This design comes from an exercise in tuning for small area, a short achievable clock period and few clock cycles per item on the open sky130 flow, not from production work.
The RTL was checked by simulation tests, not by an equivalence proof against the original design.
Power is estimated from default activity; no workload was simulated.

==> flow/design.v <==
package sfid_pkg;
	localparam int VALUE_W = 11;
	localparam int TDATA_W = 16;
	localparam int WORD_W   = 64;
	localparam int BIT_W    = 6;
	localparam logic OP_TAKE = 1'b0;
	localparam logic OP_GIVE = 1'b1;
	localparam logic ST_IDLE   = 1'b0;
	localparam logic ST_MODIFY = 1'b1;
endpackage
import sfid_pkg::*;
module smallest_free_id_allocator #(
	parameter int VALUE_MAX = 1024
) (
	input  logic               clk,
	input  logic               arst_n,
	input  logic               s_tvalid,
	output logic               s_tready,
	input  logic [TDATA_W-1:0] s_tdata,    
	input  logic               s_tuser,    
	output logic               m_tvalid,
	input  logic               m_tready,
	output logic [TDATA_W-1:0] m_tdata,    
	output logic               m_tuser     
);
	localparam int NWORDS  = (VALUE_MAX + WORD_W) / WORD_W;
	localparam int WIDX_W  = (NWORDS > 1) ? $clog2(NWORDS) : 1;
	localparam int FRESH_W = $clog2(VALUE_MAX + 2);
	function automatic logic [NWORDS-1:0] lowest_w(input logic [NWORDS-1:0] v);
		logic              seen;
		logic [NWORDS-1:0] r;
		seen = 1'b0;
		for (int i = 0; i < NWORDS; i++) begin
			r[i] = v[i] && !seen;
			seen = seen | v[i];
		end
		lowest_w = r;
	endfunction
	logic               clr_q;               
	logic               s_tready_q;
	logic               in_v_q;
	logic               in_op_q;
	logic [BIT_W-1:0]   in_bit_q;            
	logic [NWORDS-1:0]  in_dec_q;            
	logic               in_ok_q;             
	logic [NWORDS-1:0]  rsel_q;              
	logic               hd_v_q, sk_v_q;
	logic [VALUE_W-1:0] hd_val_q, sk_val_q;
	logic               hd_exh_q, sk_exh_q;
	logic [FRESH_W-1:0] fresh_q;
	logic [NWORDS-1:0]  flag_q;              
	logic [NWORDS-1:0]  low_q;               
	logic               any_q;               
	logic [WORD_W-1:0]  hot_q;               
	logic [NWORDS*WORD_W-1:0] mem_q;         
	logic               take, give, tk_hit, gv_hit, accept;
	logic               fresh_ok, fresh_inc;
	logic [FRESH_W-1:0] fresh_d;
	logic [NWORDS-1:0]  low2, low3;
	logic [NWORDS-1:0]  gv_above;            
	logic               give_low;
	logic [WORD_W-1:0]  gv_bit;
	logic [WORD_W-1:0]  rd_word;
	logic [WORD_W-1:0]  below;
	logic [WORD_W-1:0]  hot_rest;
	logic [WORD_W-1:0]  hot_low;
	logic               two;
	logic [BIT_W-1:0]   hot_idx;
	logic [WIDX_W-1:0]  low_idx;
	logic [NWORDS-1:0]  wr_en;
	logic [WORD_W-1:0]  wr_data;
	logic [NWORDS-1:0]  flag_d, low_d, low2_d;
	logic               any_d;
	logic               in_v_d, in_op_d, sk_v_d;
	logic [VALUE_W-1:0] s_val;
	logic [NWORDS-1:0]  s_dec;
	logic               s_ok;
	logic [VALUE_W-1:0] res_val;
	logic               res_exh;
	logic               push, pop;
	assign take     = in_v_q && (in_op_q == OP_TAKE) && !sk_v_q;
	assign give     = in_v_q && (in_op_q == OP_GIVE);
	assign tk_hit   = take && any_q;
	assign gv_hit   = give && in_ok_q;
	assign s_tready = s_tready_q;
	assign accept   = s_tvalid && s_tready_q;
	assign in_v_d  = accept || (in_v_q && !take && !give);
	assign in_op_d = accept ? s_tuser : in_op_q;
	assign fresh_ok  = (32'(fresh_q) <= VALUE_MAX);
	assign fresh_inc = take && !any_q && fresh_ok;
	assign fresh_d   = fresh_inc ? fresh_q + FRESH_W'(1) : fresh_q;
	assign s_val = s_tdata[VALUE_W-1:0];
	assign s_ok  = (s_val != '0) && (32'(s_val) < 32'(fresh_d));
	always_comb begin
		for (int i = 0; i < NWORDS; i++) begin
			s_dec[i] = (32'(s_val >> BIT_W) == i);
		end
	end
	always_ff @(posedge clk or negedge arst_n) begin
		if (!arst_n) begin
			clr_q      <= 1'b1;
			s_tready_q <= 1'b0;
			in_v_q     <= 1'b0;
		end else begin
			clr_q      <= 1'b0;
			s_tready_q <= !in_v_d || in_op_d || !sk_v_d;
			in_v_q     <= in_v_d;
		end
	end
	always_ff @(posedge clk) begin
		if (accept) begin
			in_op_q  <= s_tuser;
			in_bit_q <= s_val[BIT_W-1:0];
			in_dec_q <= s_dec;
			in_ok_q  <= s_ok;
		end
		rsel_q <= (in_op_d == OP_GIVE) ? (accept ? s_dec : in_dec_q) : low2_d;
	end
	always_comb begin
		below[0] = 1'b0;
		for (int i = 1; i < WORD_W; i++) begin
			below[i] = below[i-1] | hot_q[i-1];
		end
	end
	assign hot_rest = hot_q & below;
	assign hot_low  = hot_q & ~below;
	logic [WORD_W-1:0] tr_a, tr_t;
	always_comb begin
		tr_a = hot_q;
		tr_t = '0;
		for (int n = WORD_W / 2; n >= 1; n = n / 2) begin
			for (int i = 0; i < n; i++) begin
				tr_t[i] = tr_t[2*i] | tr_t[2*i+1] | (tr_a[2*i] & tr_a[2*i+1]);
				tr_a[i] = tr_a[2*i] | tr_a[2*i+1];
			end
		end
		two = tr_t[0];
	end
	always_comb begin
		hot_idx = '0;
		for (int i = 0; i < WORD_W; i++) begin
			if (hot_low[i]) begin
				hot_idx = hot_idx | BIT_W'(i);
			end
		end
		low_idx = '0;
		for (int i = 0; i < NWORDS; i++) begin
			if (low_q[i]) begin
				low_idx = low_idx | WIDX_W'(i);
			end
		end
	end
	assign low2 = lowest_w(flag_q & ~low_q);
	assign low3 = lowest_w(flag_q & ~low_q & ~low2);
	always_comb begin
		logic seen;
		seen = 1'b0;
		for (int i = 0; i < NWORDS; i++) begin
			gv_above[i] = seen;
			seen        = seen | in_dec_q[i];
		end
		for (int i = 0; i < WORD_W; i++) begin
			gv_bit[i] = (in_bit_q == BIT_W'(i));
		end
	end
	assign give_low = !(|(flag_q & ~gv_above & ~in_dec_q));    
	always_comb begin
		rd_word = '0;
		for (int i = 0; i < NWORDS; i++) begin
			rd_word = rd_word | (rsel_q[i] ? mem_q[i*WORD_W +: WORD_W] : '0);
		end
	end
	assign wr_en   = (tk_hit ? low_q : '0) | (gv_hit ? in_dec_q : '0) | {NWORDS{clr_q}};
	assign wr_data = clr_q ? '0 : (give ? (rd_word | gv_bit) : hot_rest);
	generate
		for (genvar w = 0; w < NWORDS; w++) begin : g_word
			for (genvar b = 0; b < WORD_W; b++) begin : g_bit
				if (w * WORD_W + b >= 1 && w * WORD_W + b <= VALUE_MAX) begin : g_used
					always_ff @(posedge clk) begin
						if (wr_en[w]) begin
							mem_q[w*WORD_W+b] <= wr_data[b];
						end
					end
				end else begin : g_unused
					assign mem_q[w*WORD_W+b] = 1'b0;
				end
			end
		end
	endgenerate
	always_comb begin
		flag_d = flag_q;
		low_d  = low_q;
		any_d  = any_q;
		low2_d = low2;
		if (tk_hit && !two) begin
			flag_d = flag_q & ~low_q;
			low_d  = low2;
			any_d  = |low2;
			low2_d = low3;
		end
		if (gv_hit) begin
			flag_d = flag_q | in_dec_q;
			any_d  = 1'b1;
			if (give_low) begin
				low_d  = in_dec_q;
				low2_d = lowest_w((flag_q | in_dec_q) & ~in_dec_q);
			end else begin
				low2_d = lowest_w((flag_q | in_dec_q) & ~low_q);
			end
		end
	end
	always_ff @(posedge clk or negedge arst_n) begin
		if (!arst_n) begin
			fresh_q <= FRESH_W'(1);
			flag_q  <= '0;
			low_q   <= '0;
			any_q   <= 1'b0;
		end else begin
			fresh_q <= fresh_d;
			flag_q  <= flag_d;
			low_q   <= low_d;
			any_q   <= any_d;
		end
	end
	always_ff @(posedge clk) begin
		if (tk_hit) begin
			hot_q <= two ? hot_rest : rd_word;
		end else if (gv_hit && give_low) begin
			hot_q <= (|(low_q & in_dec_q) ? hot_q : '0) | gv_bit;
		end
	end
	assign res_val = any_q ? VALUE_W'((32'(low_idx) << BIT_W) | 32'(hot_idx))
	                       : (fresh_ok ? VALUE_W'(fresh_q) : '0);
	assign res_exh = !any_q && !fresh_ok;
	assign push    = take;
	assign pop     = hd_v_q && m_tready;
	assign sk_v_d  = (!hd_v_q || pop) ? 1'b0 : (sk_v_q || push);
	always_ff @(posedge clk or negedge arst_n) begin
		if (!arst_n) begin
			hd_v_q <= 1'b0;
			sk_v_q <= 1'b0;
		end else begin
			if (!hd_v_q || pop) begin
				hd_v_q <= push || sk_v_q;
			end
			sk_v_q <= sk_v_d;
		end
	end
	always_ff @(posedge clk) begin
		if (!hd_v_q || pop) begin
			if (sk_v_q) begin
				hd_val_q <= sk_val_q;
				hd_exh_q <= sk_exh_q;
			end else begin
				hd_val_q <= res_val;
				hd_exh_q <= res_exh;
			end
		end
		if (push) begin
			sk_val_q <= res_val;
			sk_exh_q <= res_exh;
		end
	end
	assign m_tvalid = hd_v_q;
	assign m_tdata  = TDATA_W'(hd_val_q);
	assign m_tuser  = hd_exh_q;
endmodule
==> flow/run.sh <==
#!/bin/bash
# synth_recipe.tcl (not shown) runs the flow's synth.tcl, then flattens the netlist and writes it again
# the make line also repeats each setting of config.mk as NAME=value (left out here)
make -C /OpenROAD-flow-scripts/flow DESIGN_CONFIG=/design/flow/config.mk WORK_HOME=/design/flow/orfs CLKGATE_MAP_FILE= SYNTH_SCRIPT=/design/flow/synth_recipe.tcl finish
==> flow/config.mk <==
export PLATFORM = sky130hd
export DESIGN_NAME = smallest_free_id_allocator
export DESIGN_NICKNAME = smallest_free_id_allocator
export VERILOG_FILES = /design/flow/design.v
export SDC_FILE = /design/flow/constraint.sdc
export NUM_CORES = 4
export LEC_CHECK = 0
export CAP_MARGIN = 20
export CORE_MARGIN = 2
export CORE_UTILIZATION = 55
export CTS_BUF_LIST = sky130_fd_sc_hd__clkbuf_4 sky130_fd_sc_hd__clkbuf_8
export CTS_CLUSTER_SIZE = 20
export SETUP_SLACK_MARGIN = 3.0
export SLEW_MARGIN = 20
==> flow/constraint.sdc <==
create_clock -name core_clock -period 6.0 [get_ports {clk}]
set_input_delay 1.2000 -clock core_clock [delete_from_list [all_inputs] [get_ports {clk}]]
set_output_delay 1.2000 -clock core_clock [all_outputs]
set_load 0.01 [all_outputs]
==> results of run 1 <==
repair_timing:
action,4_1_cts,5_1_grt
endpoints found under the setup margin,1824,613
resized for setup,192,253
pin swaps,67,78
setup buffers,183,60
gates cloned,25,19
synthesized netlist by cell type (9+ instances only):
cell	count
a211oi_1	21
dfxtp_1	35
or2_2	9
o22ai_1	19
buf_1	49
ha_1	12
nand2b_1	32
dfrtp_1	49
buf_4	9
a22o_1	111
nor4_2	9
nor2b_1	32
a21o_1	11
nor3_1	58
or4_1	11
clkbuf_1	197
a22oi_1	387
nor4_1	31
inv_1	38
a221o_1	18
nand3_1	131
buf_2	17
a221oi_1	142
xnor2_1	9
nand4_1	79
a31oi_1	31
nand2_1	164
nor3b_1	13
mux2i_1	12
o31ai_1	11
a21oi_1	161
mux2_2	9
o21bai_1	10
o21a_1	19
nor2_1	244
o21ai_0	120
edfxtp_1	1119
or3_1	16
worst paths after layout:
path                                        from                      to  slack, ps  cells past startpoint
setup / recovery              hot_q[1]$_DFFE_PP_     hot_q[31]$_DFFE_PP_       2690                      9
hold / removal                            arst_n  flag_q[10]$_DFFE_PN0P_        430                      2
setup reg to reg              hot_q[1]$_DFFE_PP_     hot_q[31]$_DFFE_PP_       2690                      9
hold reg to reg            sk_val_q[6]$_DFFE_PP_   hd_val_q[6]$_DFFE_PP_        540                      1
max in group asynchronous                 arst_n        sk_v_q$_DFF_PN0_       5010                      2
min in group core_clock    sk_val_q[6]$_DFFE_PP_   hd_val_q[6]$_DFFE_PP_        540                      1
final cells by class:
cell class,instances,area share (%)
Clock inverter,88,1.03
Timing Repair Buffer,435,6.42
Sequential cell,1205,59.4
Tap cell,1176,2.45
Antenna cell,5,0.0208
Multi-Input combinational cell,2092,25.3
Inverter,38,0.248
Clock buffer,247,5.09
cells by family (layout without fill, tap and decap cells):
group | count (synthesis) | after routing | synth area share [%]
and+or+nand+nor | 882 | 891 | 9.03
other | 1 | 11 | 0.00749
DFF | 1205 | 1205 | 71.1
adders and majority gates | 13 | 13 | 0.320
muxes | 21 | 21 | 0.442
buffers and inverters | 316 | 808 | 2.54
AOI/OAI and AO/OA | 1138 | 1150 | 16.4
xor gates and xnor gates | 11 | 11 | 0.192
stage by stage:
stage / utilization, % / worst slack [ps] / std cells / power, µW / area, µm²
5_1_grt: 66.6 / 2710 / 5282 / 24000 / 60000
2_1_floorplan: - / 2910 / 3592 / 13800 / 50300
4_1_cts: 64.8 / 2870 / 5201 / 23000 / 58400
3_5_place_dp: 57.9 / 1680 / 4658 / 15700 / 52200
6_report: 66.6 / 2690 / 5286 / 23300 / 60000
3_3_place_gp: 57.9 / 1680 / 4658 / 15600 / 52200
metal layers:
metal / wire length, µm / vias to the layer above / global-route usage [%] / part of all wire, %
li1: - / 15352 / - / -
met1: 68900 / 18862 / 53.1 / 37
met2: 83600 / 2894 / 58.7 / 44
met3: 25200 / 553 / 11.0 / 13
met4: 10600 / 4 / 20.2 / 5.6
met5: 27 / - / 0 / 0.014
flip-flops by register name (all words and copies together), names as in the netlist, 6 cells and up:
signal    count
in_bit_q      6
sk_val_q     11
mem_q      1024
hd_val_q     11
rsel_q       17
in_dec_q     17
fresh_q      11
flag_q       17
hot_q        64
low_q        17
power groups by stage:
stage	clock network, µW	registers [µW]	logic, µW
after floorplan	0	11400	2490
after global placement	0	11900	3680
after detailed placement	0	12000	3740
after CTS	6900	11800	4280
after global routing	7250	11900	4880
final	6840	11800	4670
critical path: cells and delay by family (launching register included):
kind            cells  cell delay (ps)
simple gates        5             1720
flops               1              580
buf+inv             1              270
compound gates      3              560
==> impl_metrics.py, run 1 <==
metrics = {
    "synthesis": {
        "netlist_area_mm2": 0.0501,
        "async_flop_share_pct": 4.23,
        "synth.ff_latch_count": 1205,
        "yosysTopAreaCell": "edfxtp_1",
        "synthFlopType": "edfxtp_1",
        "syn_avg_cell_area_um2": 14.0,
        "syn_inst": 3587,
        "synth-edff-count": 1119,
        "synth_cell_types": 85,
        "synth_top_area_share_pct": 67.1,
        "ys_warn_count": 64,
        "ys_top_cells_by_area": "edfxtp_1 67%, a22oi_1 5.8%, a221oi_1 2.5%",
        "yosysSeqAreaShare_pct": 71.1,
    },
    "detailed_routing": {
        "antenna_left": 0,
        "vias_per_cell": 7.13,
        "first_pass_iters": 5,
        "wire_per_inst_um": 35.6,
        "drc": 0,
        "drt_iter0_drc": 5309,
        "via_count": 37665,
        "routed_wirelength_um": 188000,
    },
    "floorplanning": {
        "rows": 110,
        "io_pins": 40,
        "dieArea_mm2": 0.0935,
        "core_area_mm2": 0.0901,
        "die_y_um": 306,
        "die_x_um": 306,
        "start_util_pct": 55.5,
    },
    "finish": {
        "area_growth_pct": 19.9,
        "final_layout_size_suffix_gt1_share_pct": 24.7,
        "fill_cells": 6381,
        "final_cell_mix": "1119 x edfxtp_1, 383 x a22oi_1, 327 x buf_4, 229 x nor2_1, 193 x clkbuf_8",
        "ff_latch_area_mm2": 0.0357,
        "final_common_cell": "edfxtp_1",
        "multiInputGateArea_mm2": 0.0152,
        "num-nets-final": 3993,
    },
    "clocking": {
        "holdBufCountCts": 0,
        "cts_buffers": 188,
        "cts_tree": "done",
        "cts_max_path_buffers": 3,
        "cts_root_buf": "clkbuf_8",
        "clk_pin_slew_ps": 70,
        "clkSinkCount": 1205,
        "insertion_delay_ps": 930,
        "h-tree-depth": 4,
    },
    "global_routing": {
        "first_global_vias": 35631,
        "grt_usage_pct": 39.3,
        "antenna_found_initial": 7,
        "grt_pass1_wl_um": 259000,
        "grt_overflow": 0,
        "grt_max_degree": 64,
    },
    "sta": {
        "slew_headroom_pct": 18.8,
        "worst_slew_pin_slew_ps": 1220,
        "post-route-period-util_pct": 55.1,
        "fmax_mhz": 302,
        "skew_ps": 56.0,
        "hold-worst-slack_ps": 427,
        "fin_crit_ps": 3310,
        "rsz0062_at_grt": "true",
        "slew_viol_final": 0,
        "fin_tns_setup_ps": 0,
        "final_hold_viol_count": 0,
        "setup_viol": 0,
    },
    "critical_path": {
        "crit_path_top_delay_cell": "or4_4",
        "worstSetupStartpointType": "register",
        "worst-setup-path-type": "register to register",
        "cp_max_fo": 23,
        "max_stage_delay_ps": 820,
        "crit_path_end_kind": "register",
        "path_cells": "buf_4, a22oi_1, nand4_1, nor3_4, nand3_2, or4_4, o21ai_0, nor2_1, a21oi_1",
        "crit_required_ps": 6740,
        "cp_data_arrival_time_ps": 4040,
    },
    "run": {
        "maxCapViolations": 0,
    },
    "power_and_ir_drop": {
        "combPwrFrac_pct": 20.0,
        "switching_share_pct": 31.7,
        "p_clk_share_pct": 29.3,
        "seq_power_share_pct": 50.7,
        "p_int_uw": 15900,
        "leakagePower_uw": 0.0213,
        "power.density_mw_per_mm2": 389,
        "ir_drop_v": 0.000287,
        "p_switching_uw": 7390,
    },
    "placement": {
        "place_congestion": 1.01,
        "dp_hpwl_um": 97600,
        "port_buffers": 29,
    },
    "outcome": {
        "status": "complete, no violations",
    },
    "worst_hold_path": {
        "hp-class": "primary input to async pin",
    },
}
Testbench counts, summed over its fixed seeds: cycles 19,280, items 19,264.
==> run 2: changes to the inputs <==
--- a/flow/config.mk
+++ b/flow/config.mk
@@ -9,6 +9,4 @@
 export CORE_MARGIN = 2
 export CORE_UTILIZATION = 55
-export CTS_BUF_LIST = sky130_fd_sc_hd__clkbuf_4 sky130_fd_sc_hd__clkbuf_8
-export CTS_CLUSTER_SIZE = 20
 export SETUP_SLACK_MARGIN = 3.0
 export SLEW_MARGIN = 20
==> run 2 against run 1 <==
Synthesized cell count stayed put. Power rose by 2.5%. Final cell count fell by 2.9%. Final area hardly changed. Flip-flop and latch count unchanged. Die area is the same. Clock skew fell by 28 ps. Critical endpoint is now hd_val_q[0]$_DFFE_PP_. Combinational power about the same. Global-route usage is 0.83 points lower. Core utilization about the same. Routed wire length shrank 1.6%. Register-to-register slack gained 20 ps.
==> impl_metrics.py, run 2 <==
metrics = {
    "critical_path": {
        "cp_data_arrival_time_ps": 3750,
        "crit_required_ps": 6460,
        "timing.rr.start": "hot_q[1]$_DFFE_PP_",
        "worstSetupStartpointType": "register",
        "crit_path_top_delay_cell": "edfxtp_1",
        "cp_max_fo": 7,
        "worst-setup-path-type": "register to register",
        "crit_path_end_kind": "register",
        "cp_top_family": "simple AND/OR/NAND/NOR gates",
        "max_stage_delay_ps": 650,
        "cp_num_buf_inv": 2,
        "path_cells": "buf_6, nor4_4, buf_4, nand3_1, nor3_1, a32oi_2, nand4_1, nor4_2, a21oi_2, mux2_4",
        "cp-startpoint": "hot_q[1]$_DFFE_PP_",
    },
    "detailed_routing": {
        "vias_per_cell": 7.21,
        "drc": 0,
        "routed_wirelength_um": 185000,
        "antenna_left": 0,
        "drt_iter0_drc": 5769,
        "wire_per_inst_um": 36.1,
        "via_count": 37029,
        "first_pass_iters": 7,
    },
    "synthesis": {
        "ys_warn_count": 64,
        "synthFlopType": "edfxtp_1",
        "yosysTopAreaCell": "edfxtp_1",
        "async_flop_share_pct": 4.23,
        "synth-edff-count": 1119,
        "synth_top_area_share_pct": 67.1,
        "yosysSeqAreaShare_pct": 71.1,
        "netlist_area_mm2": 0.0501,
        "ys_top_cells_by_count": "1119 x edfxtp_1, 387 x a22oi_1, 244 x nor2_1, 197 x clkbuf_1, 164 x nand2_1",
        "synth.ff_latch_count": 1205,
        "synth.most_common_cell": "edfxtp_1",
        "synth_cell_types": 85,
        "syn_avg_cell_area_um2": 14.0,
        "ys_top_cells_by_area": "edfxtp_1 67%, a22oi_1 5.8%, a221oi_1 2.5%",
        "syn_inst": 3587,
    },
    "power_and_ir_drop": {
        "leakagePower_uw": 0.0211,
        "power.density_mw_per_mm2": 399,
        "ir_drop_v": 0.000320,
    },
    "floorplanning": {
        "rows": 110,
        "die_x_um": 306,
        "core_area_mm2": 0.0901,
        "io_pins": 40,
        "die_y_um": 306,
        "start_util_pct": 55.5,
        "dieArea_mm2": 0.0935,
    },
    "clocking": {
        "cts_buffers": 117,
        "h-tree-depth": 3,
        "cts_tree": "done",
        "cts_max_path_buffers": 3,
        "clk_pin_slew_ps": 70,
        "holdBufCountCts": 0,
        "clkSinkCount": 1205,
        "insertion_delay_ps": 740,
        "cts_root_buf": "clkbuf_16",
    },
    "placement": {
        "port_buffers": 29,
        "place_congestion": 1.01,
        "dp_hpwl_um": 97600,
        "placed_cells": 4658,
    },
    "finish": {
        "num_antenna_cells": 0,
        "area_growth_pct": 19.9,
        "final_cell_mix": "1119 x edfxtp_1, 384 x a22oi_1, 308 x buf_4, 226 x nor2_1, 150 x nand2_1",
        "finalNonFillerCells": 5134,
        "largest_reg_flops": 1024,
        "final_layout_size_suffix_gt1_share_pct": 22.3,
        "final_common_cell": "edfxtp_1",
        "num-nets-final": 3896,
        "top_register": "mem_q",
        "largestRegisters": "mem_q x1024, hot_q x64",
    },
    "sta": {
        "slew_headroom_pct": 25.2,
        "post-route-period-util_pct": 54.8,
        "hold-worst-slack_ps": 550,
        "slew_viol_final": 0,
        "fin_crit_ps": 3290,
        "final_hold_viol_count": 0,
        "fin_tns_setup_ps": 0,
        "worst_slew_pin_slew_ps": 1120,
        "skew_ps": 28.1,
        "fmax_mhz": 304,
        "setup_viol": 0,
        "rsz0062_at_grt": "true",
    },
    "worst_hold_path": {
        "hp-class": "register to register",
        "hp-start": "sk_val_q[5]$_DFFE_PP_",
    },
    "global_routing": {
        "antenna_found_initial": 4,
        "first_global_vias": 34899,
        "grt_max_degree": 62,
        "grt_usage_pct": 38.5,
        "grt_pass1_wl_um": 255000,
        "grt_overflow": 0,
    },
    "outcome": {
        "status": "complete, no violations",
    },
    "run": {
        "maxCapViolations": 0,
    },
}
==> run 2: logic make-up after synthesis <==
family,Yosys count,synth area share [%]
buffers and inverters,316,2.54
DFF,1205,71.1
other,1,0.00749
and+or+nand+nor,882,9.03
muxes,21,0.442
xor gates and xnor gates,11,0.192
adders and majority gates,13,0.320
AOI/OAI and AO/OA,1138,16.4
==> run 2: report_power, final <==
| part | internal, µW | switching (µW) |
|---|---|---|
| clock network | 4300 | 3170 |
| logic | 1500 | 3170 |
| registers | 10900 | 936 |
==> run 2: path summary, 6_finish.rpt <==
kind	endpoint	slack, ps	depth (start not counted)
worst max-delay path	hd_val_q[0]$_DFFE_PP_	2710	10
worst min-delay path	hd_val_q[5]$_DFFE_PP_	550	2
worst max register to register	hd_val_q[0]$_DFFE_PP_	2710	10
worst min register to register	hd_val_q[5]$_DFFE_PP_	550	2
max in group asynchronous	sk_v_q$_DFF_PN0_	4830	2
min in group asynchronous	low_q[6]$_DFF_PN0_	610	2
==> run 2: per-stage QoR <==
step | util, % | total power (µW) | worst slack [ps] | instance area [µm²]
4_1_cts | 65.0 | 23600 | 2860 | 58600
6_report | 66.6 | 23900 | 2710 | 60100
3_3_place_gp | 57.9 | 15600 | 1680 | 52200
3_5_place_dp | 57.9 | 15700 | 1680 | 52200
2_1_floorplan | - | 13800 | 2910 | 50300
5_1_grt | 66.6 | 24600 | 2700 | 60100
==> run 2: final cells by class <==
type	instances	area, µm²
flip-flops and latches	1205	35700
fillers	6371	30100
multi-input cells	2092	15300
repair buffers	409	3640
clock buffers	140	3090
well taps	1176	1470
clock inverters	74	788
inverters	38	146
==> run 2: what timing repair did <==
action	CTS	global route
resized for setup	187	247
gates cloned	24	15
pin swaps	73	82
setup endpoints to repair	1806	708
buffers inserted	181	42
==> run 2: worst reg2reg max path, stage by stage (launching register included) <==
cell and delay, ps:
edfxtp_1 650, buf_6 180, nor4_4 40, buf_4 170
nand3_1 370, nor3_1 170, a32oi_2 370, nand4_1 240
nor4_2 410, a21oi_2 120, mux2_4 300
==> run 2: per-layer routing <==
layer	GRT usage (%)	vias to the layer above	share of wire, %
met3	9.78	557	13
met4	18.6	2	5.4
met2	57.9	2773	44
met5	0	-	0.0059
met1	52.8	18575	37
li1	-	15122	-
==> run 3: changes to the inputs <==
--- a/flow/config.mk
+++ b/flow/config.mk
@@ -9,4 +9,4 @@
 export CORE_MARGIN = 2
 export CORE_UTILIZATION = 55
-export SETUP_SLACK_MARGIN = 3.0
+export SETUP_SLACK_MARGIN = 2.6
 export SLEW_MARGIN = 20
==> run 3 against run 2 <==
Critical path depth is the same. Largest power group unchanged. Count of clock-buffer cells in the layout shrank 3. Largest cell class unchanged. Still clean. Die area is the same. Critical endpoint unchanged. Fmax shrank 4.5%. Core utilization shrank 3.2 points.
==> impl_metrics.py, run 3 <==
metrics = {
    "synthesis": {
        "synth.ff_latch_count": 1205,
        "ys_warn_count": 64,
        "syn_avg_cell_area_um2": 14.0,
        "netlist_area_mm2": 0.0501,
        "syn_inst": 3587,
        "synthFlopType": "edfxtp_1",
        "yosysSeqAreaShare_pct": 71.1,
        "async_flop_share_pct": 4.23,
        "ys_top_cells_by_count": "1119 x edfxtp_1, 387 x a22oi_1, 244 x nor2_1, 197 x clkbuf_1, 164 x nand2_1",
        "synth-edff-count": 1119,
        "synth_cell_types": 85,
        "synth_top_area_share_pct": 67.1,
        "yosysTopAreaCell": "edfxtp_1",
        "synth.most_common_cell": "edfxtp_1",
        "ys_top_cells_by_area": "edfxtp_1 67%, a22oi_1 5.8%, a221oi_1 2.5%",
    },
    "detailed_routing": {
        "drt_iter0_drc": 4910,
        "first_pass_iters": 8,
        "wire_per_inst_um": 34.0,
        "vias_per_cell": 7.11,
        "via_count": 35382,
        "antenna_left": 0,
        "routed_wirelength_um": 169000,
        "drc": 0,
    },
    "global_routing": {
        "grt_pass1_wl_um": 240000,
        "first_global_vias": 33736,
        "grt_max_degree": 65,
        "grt_overflow": 0,
        "grt_usage_pct": 35.8,
        "antenna_found_initial": 2,
    },
    "run": {
        "maxCapViolations": 0,
    },
    "floorplanning": {
        "die_x_um": 306,
        "dieArea_mm2": 0.0935,
        "rows": 110,
        "io_pins": 40,
        "die_y_um": 306,
        "start_util_pct": 55.5,
        "core_area_mm2": 0.0901,
    },
    "critical_path": {
        "worstSetupStartpointType": "register",
        "crit_path_end_kind": "register",
        "cp_data_arrival_time_ps": 4020,
        "worst-setup-path-type": "register to register",
        "crit_required_ps": 6590,
        "cp_max_fo": 8,
    },
    "finish": {
        "area_growth_pct": 14.2,
        "top_register": "mem_q",
        "final_common_cell": "edfxtp_1",
        "largest_reg_flops": 1024,
        "largestRegisters": "mem_q x1024, hot_q x64",
        "num-nets-final": 3735,
        "finalNonFillerCells": 4975,
        "final_layout_size_suffix_gt1_share_pct": 14.3,
        "final_cell_mix": "1119 x edfxtp_1, 387 x a22oi_1, 242 x nor2_1, 219 x buf_4, 159 x nand2_1",
    },
    "clocking": {
        "cts_max_path_buffers": 3,
        "cts_root_buf": "clkbuf_16",
        "cts_tree": "done",
        "clk_pin_slew_ps": 70,
        "insertion_delay_ps": 730,
        "cts_buffers": 116,
        "h-tree-depth": 3,
        "clkSinkCount": 1205,
    },
    "sta": {
        "worst_slew_pin_slew_ps": 1190,
        "final_hold_viol_count": 0,
        "fin_crit_ps": 3440,
        "setup_viol": 0,
        "slew_headroom_pct": 20.1,
        "skew_ps": 32.2,
        "rsz0062_at_grt": "true",
        "slew_viol_final": 0,
        "fmax_mhz": 291,
        "post-route-period-util_pct": 57.3,
        "fin_tns_setup_ps": 0,
    },
    "placement": {
        "dp_hpwl_um": 96800,
        "port_buffers": 29,
        "placed_cells": 4664,
        "place_congestion": 1.02,
    },
    "worst_hold_path": {
        "hp-class": "register to register",
    },
    "power_and_ir_drop": {
        "power.density_mw_per_mm2": 402,
        "ir_drop_v": 0.000293,
        "leakagePower_uw": 0.0199,
    },
    "outcome": {
        "status": "complete, no violations",
    },
}
run 3: kinds of logic (layout without fill, tap and decap cells):
logic type | after synthesis | in the layout | share of synthesized area (%)
mux | 21 | 21 | 0.442
simple gates | 882 | 882 | 9.03
fa+ha+maj | 13 | 13 | 0.320
compound gates | 1138 | 1138 | 16.4
other cells | 1 | 8 | 0.00749
flops | 1205 | 1205 | 71.1
buf+inv | 316 | 521 | 2.54
xor+xnor | 11 | 11 | 0.192
run 3: timing repair:
item	CTS	global route
gates cloned	1	2
hold buffers	0	0
pin swaps	8	20
setup buffers	45	48
endpoints found under the setup margin	411	298
resized for setup	32	39
run 3: final timing paths:
kind | start | endpoint | slack [ps] | cells past startpoint
max | hot_q[2]$_DFFE_PP_ | hd_val_q[0]$_DFFE_PP_ | 2560 | 10
min | sk_exh_q$_DFFE_PP_ | hd_exh_q$_DFFE_PP_ | 540 | 2
max reg2reg | hot_q[2]$_DFFE_PP_ | hd_val_q[0]$_DFFE_PP_ | 2560 | 10
min reg2reg | sk_exh_q$_DFFE_PP_ | hd_exh_q$_DFFE_PP_ | 540 | 2
max in group asynchronous | arst_n | sk_v_q$_DFF_PN0_ | 4830 | 2
min in group asynchronous | arst_n | in_v_q$_DFF_PN0_ | 630 | 2
run 3: report_power, final:
group	switching (µW)	total (µW)	internal [µW]
combinational	2860	4130	1270
sequential	841	11700	10900
clock	3110	7170	4060
run 3: layer usage:
metal  up-vias  part of all wire [%]  track usage, %
met5         -                     0               0
met4         0                   3.7            12.9
met1     18056                    39            50.5
li1      14728                     -               -
met3       378                    10            5.12
met2      2220                    47            57.3
run 3: final cells by class:
cell class	instances	area, µm²
timing repair buffer	270	2330
fill	6647	33000
clock buffer	137	3070
clock inverter	76	659
antenna	2	5.00
sequential	1205	35600
inverter	38	146
tap	1176	1470
multi-input combinational	2071	13900
run 3: worst max-delay path, cell delays in order (launching register included):
cell	delay [ps]
edfxtp_1	480
or4_4	650
nor4_4	430
buf_6	220
nand4_1	180
buf_4	210
o32ai_4	190
a2111o_1	310
nor4_4	90
a21oi_1	300
mux2_2	220
run 3: through the flow:
stage	worst slack [ps]	utilization (%)	cell area, µm²	hold slack, ps	power [µW]
final	2560	63.4	57200	543	23000
after global placement	1720	58.0	52300	536	15600
after global routing	2530	63.4	57200	573	23700
after CTS	2440	62.8	56600	544	22900
after floorplan	2600	-	50100	495	13800
after detailed placement	1750	58.0	52300	529	15700

afterwards: timing with drivers on the ports:
Ports are ideal in the flow. The routed layouts listed here were re-timed in OpenROAD.
Step 1: set_driving_cell puts a clkbuf_16 on clk and a buf_2 on each other input, an assumption about the parent block.
Step 2 moves the port delays by t, midway between the first and last clock arrival at a register: inputs arrive t later, outputs are due t later. That takes back most of the time a late clock gives input paths.
Slacks: ideal / step 1 / step 2; pairs: ideal / step 1.
| run | t, ns | setup WS [ns] | worst setup path after step 2 |
|---|---|---|---|
| run 1 | 0.960 | 2.693 / 2.693 / 2.289 | input to register |
| run 2 | 0.790 | 2.714 / 2.714 / 2.337 | input to register |
| run 3 | 0.790 | 2.561 / 2.561 / 2.238 | input to register |
After both steps every run listed still meets setup and hold. The setup slack of run 1, which loses most, moves by 0.000 ns with the drivers and by -0.404 ns with both steps.
